Background: an optimization exercise with open tools, aiming at small area. Do not read the settings as production practice. In this exercise RTL edits were held to simulation tests only and were not proved equivalent to the original. No activity file was given, so power comes from the tool's default toggle rates.

==> inputs of nickel <==
==> flow/design.v <==
package lc3b_types;
    typedef logic [15:0]  lc3b_word;
    typedef logic [127:0] l1_cache_line;
    localparam logic [1:0] ST_IDLE      = 2'd0;
    localparam logic [1:0] ST_READ_MISS = 2'd1;
    localparam logic [1:0] ST_DRAIN     = 2'd2;
endpackage
module victim_buffer_cam #(
    parameter int DEPTH  = 4,
    parameter int ADDR_W = 16
) (
    input  logic [DEPTH-1:0]             valid,
    input  logic [DEPTH-1:0][ADDR_W-1:0] entry_addr,
    input  logic [ADDR_W-1:0]            lookup_addr,
    output logic [DEPTH-1:0]             hit_vec,
    output logic                         hit
);
    always_comb begin
        hit_vec = '0;
        for (int i = 0; i < DEPTH; i++) begin
            hit_vec[i] = valid[i] && (entry_addr[i] == lookup_addr);
        end
    end
    assign hit = |hit_vec;
endmodule
module victim_buffer_mux #(
    parameter int DEPTH = 4,
    parameter int W     = 128
) (
    input  logic [DEPTH-1:0]        sel,
    input  logic                    sel_alt,
    input  logic [DEPTH-1:0][W-1:0] entry,
    input  logic [W-1:0]            alt,
    output logic [W-1:0]            out
);
    always_comb begin
        out = {W{sel_alt}} & alt;
        for (int i = 0; i < DEPTH; i++) out = out | ({W{sel[i]}} & entry[i]);
    end
endmodule
module victim_write_buffer #(
    parameter int DEPTH  = 4,
    parameter int ADDR_W = 16,   
    parameter int LINE_W = 128,  
    localparam int CW    = $clog2(DEPTH + 1),
    localparam int PW    = $clog2(DEPTH)
) (
    input  logic              clk,
    input  logic              reset,
    input  logic              source_read,
    input  logic              source_write,
    input  logic [ADDR_W-1:0] source_addr,
    input  logic [LINE_W-1:0] source_data,
    output logic              out_resp,
    output logic [LINE_W-1:0] out_rdata,
    output logic              pmem_read,
    output logic              pmem_write,
    output logic [ADDR_W-1:0] pmem_addr,
    output logic [LINE_W-1:0] pmem_wdata,
    input  logic              pmem_resp,
    input  logic [LINE_W-1:0] pmem_rdata,
    output logic [CW-1:0]     count,
    output logic              full
);
    logic [DEPTH-1:0][ADDR_W-1:0] addr_q;
    logic [DEPTH-1:0][LINE_W-1:0] data_q;
    logic [PW-1:0]                head_q;
    logic [CW-1:0]                count_q;
    logic                         rmiss_q, drain_q;
    logic              idle;
    logic [DEPTH-1:0]  valid, head_dec;
    logic [DEPTH-1:0]  hit_vec, sel;
    logic              hit, sel_mem;
    logic              wr_only, push, pop;
    logic [LINE_W-1:0] line_mux;
    logic [ADDR_W-1:0] addr_mux;
    assign idle    = !rmiss_q && !drain_q;
    assign count   = count_q;
    assign full    = count_q[CW-1];
    assign wr_only = source_write && !source_read;
    always_comb begin
        for (int i = 0; i < DEPTH; i++) begin
            head_dec[i] = (head_q == PW'(i));
        end
        for (int i = 0; i < DEPTH; i++) begin
            valid[i] = count_q[2]
                    || (head_dec[i] && (count_q[1] || count_q[0]))
                    || (head_dec[(i + 3) % 4] && count_q[1])
                    || (head_dec[(i + 2) % 4] && count_q[1] && count_q[0]);
        end
    end
    victim_buffer_cam #(
        .DEPTH  (DEPTH),
        .ADDR_W (ADDR_W)
    ) u_cam (
        .valid       (valid),
        .entry_addr  (addr_q),
        .lookup_addr (source_addr),
        .hit_vec     (hit_vec),
        .hit         (hit)
    );
    always_comb begin
        for (int i = 0; i < DEPTH; i++)
            sel[i] = (idle && hit_vec[i]) || (drain_q && head_dec[i]);
        sel_mem = !(|sel);
    end
    victim_buffer_mux #(
        .DEPTH (DEPTH),
        .W     (LINE_W)
    ) u_line_mux (
        .sel     (sel),
        .sel_alt (sel_mem),
        .entry   (data_q),
        .alt     (pmem_rdata),
        .out     (line_mux)
    );
    victim_buffer_mux #(
        .DEPTH (DEPTH),
        .W     (ADDR_W)
    ) u_addr_mux (
        .sel     ({DEPTH{drain_q}} & head_dec),
        .sel_alt (!drain_q),
        .entry   (addr_q),
        .alt     (source_addr),
        .out     (addr_mux)
    );
    assign out_rdata  = line_mux;
    assign pmem_wdata = line_mux;
    assign pmem_addr  = addr_mux;
    assign out_resp   = !reset && ((idle && (source_read ? (hit || pmem_resp)
                                                         : (source_write && (hit || !full))))
                                   || (rmiss_q && pmem_resp));
    assign pmem_read  = !reset && ((idle && source_read && !hit) || rmiss_q);
    assign pmem_write = !reset && drain_q;
    assign push = idle && wr_only && !hit && !full;
    assign pop  = drain_q && pmem_resp;
    always_ff @(posedge clk or posedge reset) begin
        if (reset) begin
            head_q  <= '0;
            count_q <= '0;
            rmiss_q <= 1'b0;
            drain_q <= 1'b0;
        end else begin
            if (idle) begin
                rmiss_q <= source_read && !hit && !pmem_resp;
                drain_q <= source_read ? 1'b0
                         : source_write ? (!hit && full)
                         : (count_q != '0);
            end else begin
                if (pmem_resp) begin
                    rmiss_q <= 1'b0;
                    drain_q <= 1'b0;
                end
            end
            if (push) count_q <= {count_q[1] & count_q[0], count_q[1] ^ count_q[0], !count_q[0]};
            if (pop) begin
                count_q <= {1'b0, !(count_q[1] ^ count_q[0]), !count_q[0]};
                head_q  <= {head_q[1] ^ head_q[0], !head_q[0]};
            end
        end
    end
    always_ff @(posedge clk) begin
        for (int i = 0; i < DEPTH; i++) begin
            if (!valid[i]) addr_q[i] <= source_addr;
            if (!valid[i] || (idle && wr_only && hit_vec[i])) data_q[i] <= source_data;
        end
    end
endmodule
==> flow/flow/run.sh <==
#!/bin/bash
# The standard layout (standard.sh, unchanged synthesis) with area-lean
# settings: port buffers use the smallest buffer cell, and CTS clusters the
# flip-flops under clkbuf_8 leaves without dummy loads.
set -e
cat >> config.mk <<'EOC'
export BUFFER_PORTS_ARGS = -buffer_cell sky130_fd_sc_hd__buf_1
export CTS_ARGS = -sink_clustering_enable -repair_clock_nets -dont_use_dummy_load -buf_list {sky130_fd_sc_hd__clkbuf_8} -sink_clustering_size 20 -sink_clustering_max_diameter 60
EOC
bash standard.sh > standard_flow.log 2>&1
==> flow/standard.sh <==
#!/bin/bash
# synth_recipe.tcl (not shown) runs the flow's synth.tcl, then flattens the netlist and writes it again
# the make line also repeats each setting of config.mk as NAME=value (left out here)
make -C /OpenROAD-flow-scripts/flow DESIGN_CONFIG=/design/flow/config.mk WORK_HOME=/design/flow/orfs CLKGATE_MAP_FILE= SYNTH_SCRIPT=/design/flow/synth_recipe.tcl "${@:-finish}"
==> flow/config.mk <==
export PLATFORM = sky130hd
export DESIGN_NAME = victim_write_buffer
export DESIGN_NICKNAME = victim_write_buffer
export VERILOG_FILES = /design/flow/design.v
export SDC_FILE = /design/flow/constraint.sdc
export NUM_CORES = 4
export LEC_CHECK = 0
export CAP_MARGIN = 20
export CORE_MARGIN = 2
export CORE_UTILIZATION = 70
export SLEW_MARGIN = 20
export SYNTH_HIERARCHICAL = 1
export BUFFER_PORTS_ARGS = -buffer_cell sky130_fd_sc_hd__buf_1
export CTS_ARGS = -sink_clustering_enable -repair_clock_nets -dont_use_dummy_load -buf_list {sky130_fd_sc_hd__clkbuf_8} -sink_clustering_size 20 -sink_clustering_max_diameter 60
==> flow/constraint.sdc <==
create_clock -name core_clock -period 10.0 [get_ports {clk}]
set_input_delay 2.0000 -clock core_clock [delete_from_list [all_inputs] [get_ports {clk}]]
set_output_delay 2.0000 -clock core_clock [all_outputs]
set_load 0.01 [all_outputs]
==> raven (differences from nickel) <==
--- a/flow/design.v
+++ b/flow/design.v
@@ -24,17 +24,2 @@
     assign hit = |hit_vec;
-endmodule
-module victim_buffer_mux #(
-    parameter int DEPTH = 4,
-    parameter int W     = 128
-) (
-    input  logic [DEPTH-1:0]        sel,
-    input  logic                    sel_alt,
-    input  logic [DEPTH-1:0][W-1:0] entry,
-    input  logic [W-1:0]            alt,
-    output logic [W-1:0]            out
-);
-    always_comb begin
-        out = {W{sel_alt}} & alt;
-        for (int i = 0; i < DEPTH; i++) out = out | ({W{sel[i]}} & entry[i]);
-    end
 endmodule
@@ -70,2 +55,3 @@
     logic              idle;
+    logic [PW-1:0]     rel [DEPTH];
     logic [DEPTH-1:0]  valid, head_dec;
@@ -82,9 +68,5 @@
         for (int i = 0; i < DEPTH; i++) begin
+            rel[i]      = PW'(i) - head_q;
+            valid[i]    = CW'(rel[i]) < count_q;
             head_dec[i] = (head_q == PW'(i));
-        end
-        for (int i = 0; i < DEPTH; i++) begin
-            valid[i] = count_q[2]
-                    || (head_dec[i] && (count_q[1] || count_q[0]))
-                    || (head_dec[(i + 3) % 4] && count_q[1])
-                    || (head_dec[(i + 2) % 4] && count_q[1] && count_q[0]);
         end
@@ -105,23 +87,9 @@
         sel_mem = !(|sel);
+        line_mux = {LINE_W{sel_mem}} & pmem_rdata;
+        addr_mux = {ADDR_W{!drain_q}} & source_addr;
+        for (int i = 0; i < DEPTH; i++) begin
+            line_mux = line_mux | ({LINE_W{sel[i]}} & data_q[i]);
+            addr_mux = addr_mux | ({ADDR_W{drain_q && head_dec[i]}} & addr_q[i]);
+        end
     end
-    victim_buffer_mux #(
-        .DEPTH (DEPTH),
-        .W     (LINE_W)
-    ) u_line_mux (
-        .sel     (sel),
-        .sel_alt (sel_mem),
-        .entry   (data_q),
-        .alt     (pmem_rdata),
-        .out     (line_mux)
-    );
-    victim_buffer_mux #(
-        .DEPTH (DEPTH),
-        .W     (ADDR_W)
-    ) u_addr_mux (
-        .sel     ({DEPTH{drain_q}} & head_dec),
-        .sel_alt (!drain_q),
-        .entry   (addr_q),
-        .alt     (source_addr),
-        .out     (addr_mux)
-    );
     assign out_rdata  = line_mux;
@@ -154,6 +122,6 @@
             end
-            if (push) count_q <= {count_q[1] & count_q[0], count_q[1] ^ count_q[0], !count_q[0]};
+            if (push) count_q <= count_q + 1'b1;
             if (pop) begin
-                count_q <= {1'b0, !(count_q[1] ^ count_q[0]), !count_q[0]};
-                head_q  <= {head_q[1] ^ head_q[0], !head_q[0]};
+                count_q <= count_q - 1'b1;
+                head_q  <= head_q + 1'b1;
             end
==> flow/flow/run.sh (replaced) <==
#!/bin/bash
set -e
cat >> config.mk <<'EOC'
export BUFFER_PORTS_ARGS = -buffer_cell sky130_fd_sc_hd__buf_1
export CTS_ARGS = -sink_clustering_enable -repair_clock_nets -dont_use_dummy_load -buf_list {sky130_fd_sc_hd__clkbuf_4 sky130_fd_sc_hd__clkbuf_8}
EOC
bash standard.sh > standard_flow.log 2>&1
- CORE_UTILIZATION: 70 -> 40
- CTS_ARGS: -sink_clustering_enable -repair_clock_nets -dont_use_dummy_load -buf_list {sky130_fd_sc_hd__clkbuf_8} -sink_clustering_size 20 -sink_clustering_max_diameter 60 -> -sink_clustering_enable -repair_clock_nets -dont_use_dummy_load -buf_list {sky130_fd_sc_hd__clkbuf_4 sky130_fd_sc_hd__clkbuf_8}
- SYNTH_HIERARCHICAL: 1 -> default
==> qor summary <==
metric	raven	nickel
Net switching power figure	4.02 mW	3.68 mW
Worst hold start	rmiss_q	head_q[0]
Hold path depth	2	1
Outcome	complete, no violations	complete, no violations
Global-route met2 utilization	0.322	0.546
Detailed route wirelength on metal3	4.86 mm	6.02 mm
Plain + repair buffers	574	569
Worst setup skew after layout	71.3 ps	77.8 ps
Floorplan core area	59200 sq um	32700 sq um
Layout clock buffers	95	37
Clock latency on the worst-skew pair	690 ps	590 ps
Sequential element share of the synthesized area	0.725	0.749
NumNets Final	2295	2064
Synthesized Nets	1852	1669
Biggest cell delay along the critical path	770 ps	900 ps
Worst Tran Pin Value	1020 ps	1120 ps
Post-route fraction of the period consumed by the critical path	0.735	0.765
Sequential portion of the cell area	0.641	0.695

-- separate check: timing with driven ports --
The flow's constraints put no driver on any port. The routed layouts listed below were extracted and timed again, unchanged, in two steps.
Step 1, drivers: a clkbuf_16 drives clk and a buf_2 each remaining input, both assumed.
Step 2 moves the port delays by t, midway between the first and last clock arrival at a register: inputs arrive t later, outputs are due t later. That takes back most of the time a late clock gives input paths.
Three values: no drivers, after step 1, after step 2; two values: the first two.
| run | shift t [ns] | slack for setup (ns) | latest minus earliest clock arrival (ns) | worst register clock-pin slew, ns |
|---|---|---|---|---|
| nickel | 0.602 | 2.353 / 2.320 / 2.320 | 0.078 / 0.078 | 0.12 / 0.12 |
| raven | 0.698 | 2.650 / 2.625 / 2.625 | 0.092 / 0.093 | 0.06 / 0.06 |
After both steps every run listed still meets setup and hold. The setup slack of nickel, which loses most, moves by -0.033 ns with the drivers and by -0.033 ns with both steps.
